This design comes from an exercise in tuning for small area and a short achievable clock period on the open sky130 flow, not from production work. RTL that was checked went through simulation tests only; none was proved equivalent to the original. Power is estimated from default activity; no workload was simulated.

Setup of the previous run:
## fp_mul_pipe
module fp_mul_pipe (
  input  logic        clk,
  input  logic        rst_n,
  input  logic        in_valid,
  input  logic [3:0]  r_mode,
  input  logic [31:0] fp_X,
  input  logic [31:0] fp_Y,
  output logic        out_valid,
  output logic [31:0] fp_Z,
  output logic        ovrf,
  output logic        udrf
);
Size in the first run: roughly 2000 cells after synthesis, roughly 300 flip-flops, ~21000 um2 of cells after synthesis.
Settings: LEC_CHECK=0, CAP_MARGIN=20, CORE_MARGIN=2, CORE_UTILIZATION=40, CTS_BUF_LIST=sky130_fd_sc_hd__clkbuf_8, CTS_CLUSTER_DIAMETER=60, CTS_CLUSTER_SIZE=40, SETUP_SLACK_MARGIN=5.0, SLEW_MARGIN=20, SYNTH_HIERARCHICAL=1, SYNTH_MINIMUM_KEEP_SIZE=0; clock period 8.5 ns.
standard.sh (not shown) runs the stock make flow with config.mk's settings and CLKGATE_MAP_FILE= SYNTH_SCRIPT=/design/flow/synth_recipe.tcl, a recipe that flattens the netlist after the stock synthesis.
==> flow/flow/run.sh <==
#!/bin/bash
set -euo pipefail
MARGIN=5.3
sed -E "s/SETUP_SLACK_MARGIN=[-0-9.]+/SETUP_SLACK_MARGIN=${MARGIN}/" standard.sh > standard_margin.sh
grep -q "SETUP_SLACK_MARGIN=${MARGIN}" standard_margin.sh
bash standard_margin.sh > standard.log 2>&1
### the previous run -> the current run
Settings: an added TNS_END_PERCENT of 0.
==> flow/run.sh (new file) <==
#!/bin/bash
# synth_recipe.tcl (not shown) runs the flow's synth.tcl, then flattens the netlist and writes it again
# the make line also repeats each setting of config.mk as NAME=value (left out here)
make -C /OpenROAD-flow-scripts/flow DESIGN_CONFIG=/design/flow/config.mk WORK_HOME=/design/flow/orfs CLKGATE_MAP_FILE= SYNTH_SCRIPT=/design/flow/synth_recipe.tcl finish
removed: flow/flow/run.sh
removed: flow/standard.sh
Results
- The current run vs. the previous run: number of antenna cells inserted higher; wire length the detailed router placed on met1 lower; final cycle utilization of the critical path higher.
- Against the previous run, the current run reports a maximum frequency that is lower.
- Summary of the current run over the previous run: sum of internal, switching and leakage power -2.5%, via count held steady, final instance area went down by about 1.3%, total leakage power moved down, simple logic cell fraction of the synthesized area held steady.

fp_mul_pipe, a different RTL version from the one above (not shown whole).
Size: roughly 2300 cells after synthesis, roughly 300 flip-flops, about 110 I/O pins, about 0.022 mm^2 of cells after synthesis.
Design fp_mul_pipe, start of the top module:
module fp_mul_pipe (
  input  logic        clk,
  input  logic        rst_n,
  input  logic        in_valid,
  input  logic [3:0]  r_mode,
  input  logic [31:0] fp_X,
  input  logic [31:0] fp_Y,
  output logic        out_valid,
  output logic [31:0] fp_Z,
  output logic        ovrf,
  output logic        udrf
);
make LEC_CHECK=0 CAP_MARGIN=20 CORE_MARGIN=2 CORE_UTILIZATION=40 CTS_BUF_LIST=sky130_fd_sc_hd__clkbuf_8 CTS_CLUSTER_DIAMETER=60 CTS_CLUSTER_SIZE=40 SETUP_SLACK_MARGIN=5.0 SLEW_MARGIN=20 finish   # period 8.5 ns
run.sh (not shown) runs the stock make flow with config.mk's settings and CLKGATE_MAP_FILE= SYNTH_SCRIPT=/design/flow/synth_recipe.tcl, a recipe that flattens the netlist after the stock synthesis.
Stock flow here: none of the scripts above is used.
Edit:
==> flow/flow/run.sh (new file) <==
#!/bin/bash
set -euo pipefail
MARGIN=5.6
sed -E "s/SETUP_SLACK_MARGIN=[-0-9.]+/SETUP_SLACK_MARGIN=${MARGIN}/" standard.sh > standard_margin.sh
grep -q "SETUP_SLACK_MARGIN=${MARGIN}" standard_margin.sh
bash standard_margin.sh > standard.log 2>&1
==> flow/standard.sh (new file) <==
#!/bin/bash
# synth_recipe.tcl (not shown) runs the flow's synth.tcl, then flattens the netlist and writes it again
# the make line also repeats each setting of config.mk as NAME=value (left out here)
make -C /OpenROAD-flow-scripts/flow DESIGN_CONFIG=/design/flow/config.mk WORK_HOME=/design/flow/orfs CLKGATE_MAP_FILE= SYNTH_SCRIPT=/design/flow/synth_recipe.tcl "${@:-finish}"
CTS_CLUSTER_DIAMETER = unset   (was 60)
CTS_CLUSTER_SIZE = 30   (was 40)
removed: flow/run.sh
Result: Clock power grows by a quarter to a third. Power grows by about a fifth. First-iteration DRC count grows by well over a third. Combinational power grows by a quarter to a third. Clock-buffer cell count grows by 34. Flip-flop and latch count stays the same. Sequential power hardly moves. Register-to-register slack improved by 0.28 ns.
Edit:
==> flow/run.sh (new file) <==
#!/bin/bash
# synth_recipe.tcl (not shown) runs the flow's synth.tcl, then flattens the netlist and writes it again
# the make line also repeats each setting of config.mk as NAME=value (left out here)
make -C /OpenROAD-flow-scripts/flow DESIGN_CONFIG=/design/flow/config.mk WORK_HOME=/design/flow/orfs CLKGATE_MAP_FILE= SYNTH_SCRIPT=/design/flow/synth_recipe.tcl finish
SETUP_SLACK_MARGIN = 4.8   (was 5.0)
removed: flow/flow/run.sh
removed: flow/standard.sh
After rerunning:
- area after synthesis does not change
- via count goes down by 8.5%
- routed wire length goes down by 21%
- core utilization goes down by 7.2 points
- cell count goes down by 4.7%
- final area goes down by 14%
- critical path depth goes down by 6
- total power goes down by 15%
- hold slack loses 0.016 ns
- count of clock-buffer cells in the layout is unchanged
Edit:
SETUP_SLACK_MARGIN = 5.0   (was 4.8)
=> Core utilization increases by 0.62 points. Hold slack is about the same. Global-route usage went up by 0.35 points. Non-clock buffer count rises by 10. Routed wire length went up by 1.6%. Final cell count rises by 0.61%. Fmax rose by 8.2%. Critical path depth is unchanged. Clock skew fell by 0.0068 ns. Register-to-register slack improves by 0.28 ns. Clock power grows by about 9%.
Function was not checked in any run of this note: the RTL went through the layout flow alone.

Another version of the RTL of fp_mul_pipe (not shown whole).
Size: ~1900 cells after synthesis, ~300 flip-flops, roughly 110 I/O pins, about 0.021 mm² of cells after synthesis.
Design fp_mul_pipe, start of the top module:
module fp_mul_pipe (
  input  logic        clk,
  input  logic        rst_n,
  input  logic        in_valid,
  input  logic [3:0]  r_mode,
  input  logic [31:0] fp_X,
  input  logic [31:0] fp_Y,
  output logic        out_valid,
  output logic [31:0] fp_Z,
  output logic        ovrf,
  output logic        udrf
);
Settings: LEC_CHECK=0, CAP_MARGIN=20, CORE_MARGIN=2, CORE_UTILIZATION=40, CTS_BUF_LIST=sky130_fd_sc_hd__clkbuf_8, CTS_CLUSTER_DIAMETER=40, CTS_CLUSTER_SIZE=20, SETUP_SLACK_MARGIN=5.0, SLEW_MARGIN=20, SYNTH_HIERARCHICAL=1, SYNTH_MINIMUM_KEEP_SIZE=0; clock period 8.5 ns.
standard.sh (not shown) runs the stock make flow with config.mk's settings and CLKGATE_MAP_FILE= SYNTH_SCRIPT=/design/flow/synth_recipe.tcl, a recipe that flattens the netlist after the stock synthesis.
==> flow/flow/run.sh <==
#!/bin/bash
set -euo pipefail
MARGIN=5.3
sed -E "s/SETUP_SLACK_MARGIN=[-0-9.]+/SETUP_SLACK_MARGIN=${MARGIN}/" standard.sh > standard_margin.sh
grep -q "SETUP_SLACK_MARGIN=${MARGIN}" standard_margin.sh
bash standard_margin.sh > standard.log 2>&1
The baseline finished clean.
Then changed:
--- a/flow/config.mk
+++ b/flow/config.mk
@@ -13,0 +14 @@
+export GPL_TIMING_DRIVEN = 0
Setup slack degrades by 0.34 ns.
Non-clock buffer count climbs by 131.
Wire length climbs by 21%.
Clock skew stays flat.
Combinational power climbs by 13%.
Final cell count climbs by 5.0%.
Area after synthesis is unchanged.
Critical path depth climbs by 11.
Power climbs by 8.1%.
Then changed:
--- a/flow/config.mk
+++ b/flow/config.mk
@@ -14 +14 @@
-export GPL_TIMING_DRIVEN = 0
+export PLACE_DENSITY = 0.65
What happened: Worst setup slack gets better by 0.21 ns; clock skew went up by 0.0075 ns; hold slack gets better by 0.014 ns.
Then changed:
--- a/flow/flow/run.sh
+++ b/flow/flow/run.sh
@@ -3 +3 @@
-MARGIN=5.3
+MARGIN=5.35
--- a/flow/config.mk
+++ b/flow/config.mk
@@ -14 +13,0 @@
-export PLACE_DENSITY = 0.65
What happened: The changed run finished with timing, DRC and antenna clean. Wire length increases by a few percent. Setup slack gets better by 0.14 ns. Global-route usage increases by 0.64 points.

== job 8495 ==
Another version of the RTL of fp_mul_pipe (not shown whole).
Size: ~2000 cells after synthesis, roughly 240 flip-flops, roughly 110 I/O pins, roughly 20000 sq um of cells after synthesis.
Settings: LEC_CHECK=0, CAP_MARGIN=20, CORE_MARGIN=2, CORE_UTILIZATION=40, SETUP_SLACK_MARGIN=4.5, SLEW_MARGIN=20; clock period 8.5 ns.
run.sh (not shown) runs the stock make flow with config.mk's settings and CLKGATE_MAP_FILE= SYNTH_SCRIPT=/design/flow/synth_recipe.tcl, a recipe that flattens the netlist after the stock synthesis.
Stock flow here: none of the scripts above is used.
Job 8495: done, clean on timing, DRC and antenna
> inputs changed (job 8495 -> job 3979)
- ABC_AREA: unset -> 1
- Job 3979 vs. job 8495: via count now sits higher; count of inserted tapcells now sits higher; synthesized cell count now sits higher; buffering overhead now sits at about the same level; total number of multi-input combinational cells now sits higher.
- Re routed length per placed instance: job 3979 is 3.0% up on job 8495.
- Delta(sequential share of layout area, job 3979 - job 8495) < 0
- Compare job 8495 and job 3979 | worst slew slack as a fraction of its limit lower: job 8495
- Across both runs, die area was higher for job 3979 than for job 8495.
- inv_1 as the commonest non-fill, non-tap cell in the layout was reported by job 3979, and fa_1 by job 8495.
No run of this note included a check of the RTL's function; only the layout flow was run.

fp_mul_pipe with an RTL version that a note above also has.
Size in the first run: about 21000 um^2 of cells after synthesis.
clock: 8.5 ns
lec_check: 0
cap_margin: 20
core_margin: 2
core_utilization: 40
cts_buf_list: sky130_fd_sc_hd__clkbuf_8
cts_cluster_diameter: 40
cts_cluster_size: 20
setup_slack_margin: 5.0
slew_margin: 20
synth_hierarchical: 1
synth_minimum_keep_size: 0
standard.sh (not shown) runs the stock make flow with config.mk's settings and CLKGATE_MAP_FILE= SYNTH_SCRIPT=/design/flow/synth_recipe.tcl, a recipe that flattens the netlist after the stock synthesis.
==> flow/flow/run.sh <==
#!/bin/bash
set -euo pipefail
MARGIN=5.2
sed -E "s/SETUP_SLACK_MARGIN=[-0-9.]+/SETUP_SLACK_MARGIN=${MARGIN}/" standard.sh > standard_margin.sh
grep -q "SETUP_SLACK_MARGIN=${MARGIN}" standard_margin.sh
bash standard_margin.sh > standard.log 2>&1
Rerun with:
--- a/flow/flow/run.sh
+++ b/flow/flow/run.sh
@@ -2,3 +2,3 @@
 set -euo pipefail
-MARGIN=5.2
+MARGIN=5.5
 sed -E "s/SETUP_SLACK_MARGIN=[-0-9.]+/SETUP_SLACK_MARGIN=${MARGIN}/" standard.sh > standard_margin.sh
The changed run produced a clean layout.
Wire length came out higher by 10%.
Sequential share of layout area came out lower by 1.6 points.
Via count came out higher by 4.1%.
Critical path depth came out higher by 7.
Utilization came out higher by 3.9 points.
Total power came out higher by 7.9%.
Design area came out higher by 8.3%.
Final cell count came out higher by 2.4%.
Count of clock-buffer cells in the layout came out higher by 1.
Synthesized cell count does not change.
Sequential cell count is unchanged.
Rerun with:
--- a/flow/flow/run.sh
+++ b/flow/flow/run.sh
@@ -2,3 +2,3 @@
 set -euo pipefail
-MARGIN=5.5
+MARGIN=5.4
 sed -E "s/SETUP_SLACK_MARGIN=[-0-9.]+/SETUP_SLACK_MARGIN=${MARGIN}/" standard.sh > standard_margin.sh
Combinational power shrinks by 6.0%.
Routed wire length shrinks by 5.8%.
Die area is unchanged.
Critical path depth grows by 1.
Core utilization shrinks by 2.2 points.
Power fell by 3.9%.
Sequential power is about the same.
Cell area decreases by 4.4%.
Count of clock-buffer cells in the layout increases by 5.
Worst setup slack got worse by 0.093 ns.
Worst hold slack barely changes.
Rerun with:
--- a/flow/flow/run.sh
+++ b/flow/flow/run.sh
@@ -2,3 +2,3 @@
 set -euo pipefail
-MARGIN=5.4
+MARGIN=5.3
 sed -E "s/SETUP_SLACK_MARGIN=[-0-9.]+/SETUP_SLACK_MARGIN=${MARGIN}/" standard.sh > standard_margin.sh
GPL_ROUTABILITY_DRIVEN = 0   (was not set)
Register-to-register slack is about the same.
Global-route usage goes down by 0.23 points.
Routed wire length goes down by 2.9%.
Via count falls by 1.7%.
Count of clock-buffer cells in the layout falls by 2.
Setup slack gets worse by 0.034 ns.
Total power shrinks by 2.0%.
Die area is unchanged.
Synthesized area is unchanged.
Final cell count decreases by 0.79%.
First-iteration DRC count went down by 13%.
Rerun with:
CTS_BUF_LIST = sky130_fd_sc_hd__clkbuf_4 sky130_fd_sc_hd__clkbuf_8   (was sky130_fd_sc_hd__clkbuf_8)
GPL_ROUTABILITY_DRIVEN = not set   (was 0)
Outcome: Routed wire length decreases by 0.62%; utilization goes down by 0.52 points; via count is about the same; worst setup slack improves by 0.068 ns; clock skew goes down by 0.0076 ns; total power fell by 2.4%; sequential power hardly moves.

==> separate check: timing with driven ports <==
How much do the figures lean on ideal ports? The routed layouts below were timed once more, with nothing changed but the port constraints. Step 1 sets driving cells, clkbuf_16 on the clock port and buf_2 on the other inputs (assumed; they add their load-dependent delay and slew). Step 2 also shifts input and output timing later by t, the mid clock arrival at the registers, as if the neighbouring blocks saw the same clock. Slacks: no drivers / after step 1 / after step 2; pairs: no drivers / after step 1.
| run | t (ns) | setup WS [ns] | clock arrival spread, ns | slew at the worst register clock pin (ns) |
|---|---|---|---|---|
| the previous run | 0.700 | 5.129 / 5.129 / 4.847 | 0.033 / 0.033 | 0.12 / 0.12 |
| the current run | 0.700 | 5.010 / 5.010 / 4.683 | 0.045 / 0.045 | 0.12 / 0.12 |
| the first run of note 2 | 0.717 | 5.086 / 5.086 / 4.665 | 0.062 / 0.061 | 0.11 / 0.11 |
| the second run of note 2 | 0.701 | 5.369 / 5.369 / 4.864 | 0.028 / 0.029 | 0.06 / 0.06 |
| the third run of note 2 | 0.692 | 4.837 / 4.837 / 4.587 | 0.044 / 0.044 | 0.07 / 0.07 |
| the fourth run of note 2 | 0.703 | 5.113 / 5.113 / 4.635 | 0.048 / 0.048 | 0.07 / 0.07 |
| the first run of note 3 | 0.685 | 5.357 / 5.357 / 4.749 | 0.049 / 0.048 | 0.09 / 0.09 |
| the second run of note 3 | 0.680 | 5.018 / 5.018 / 4.723 | 0.043 / 0.043 | 0.09 / 0.09 |
| the third run of note 3 | 0.679 | 5.231 / 5.231 / 4.754 | 0.050 / 0.050 | 0.09 / 0.09 |
| the fourth run of note 3 | 0.689 | 5.371 / 5.371 / 4.800 | 0.040 / 0.040 | 0.08 / 0.08 |
| job 8495 | 0.636 | 4.552 / 4.552 / 4.552 | 0.030 / 0.030 | 0.06 / 0.06 |
| job 3979 | 0.663 | 4.554 / 4.554 / 4.554 | 0.036 / 0.036 | 0.07 / 0.07 |
| the first run of note 5 | 0.680 | 5.254 / 5.231 / 4.688 | 0.036 / 0.036 | 0.09 / 0.09 |
| the second run of note 5 | 0.677 | 5.436 / 5.436 / 4.935 | 0.053 / 0.053 | 0.10 / 0.10 |
| the third run of note 5 | 0.681 | 5.343 / 5.343 / 4.796 | 0.033 / 0.032 | 0.08 / 0.08 |
| the fourth run of note 5 | 0.682 | 5.309 / 5.327 / 4.655 | 0.051 / 0.051 | 0.10 / 0.10 |
| the fifth run of note 5 | 0.682 | 5.377 / 5.377 / 4.749 | 0.048 / 0.048 | 0.09 / 0.09 |
After both steps every run listed still meets setup and hold. The setup slack of the fourth run of note 5, which loses most, moves by +0.018 ns with the drivers and by -0.654 ns with both steps.
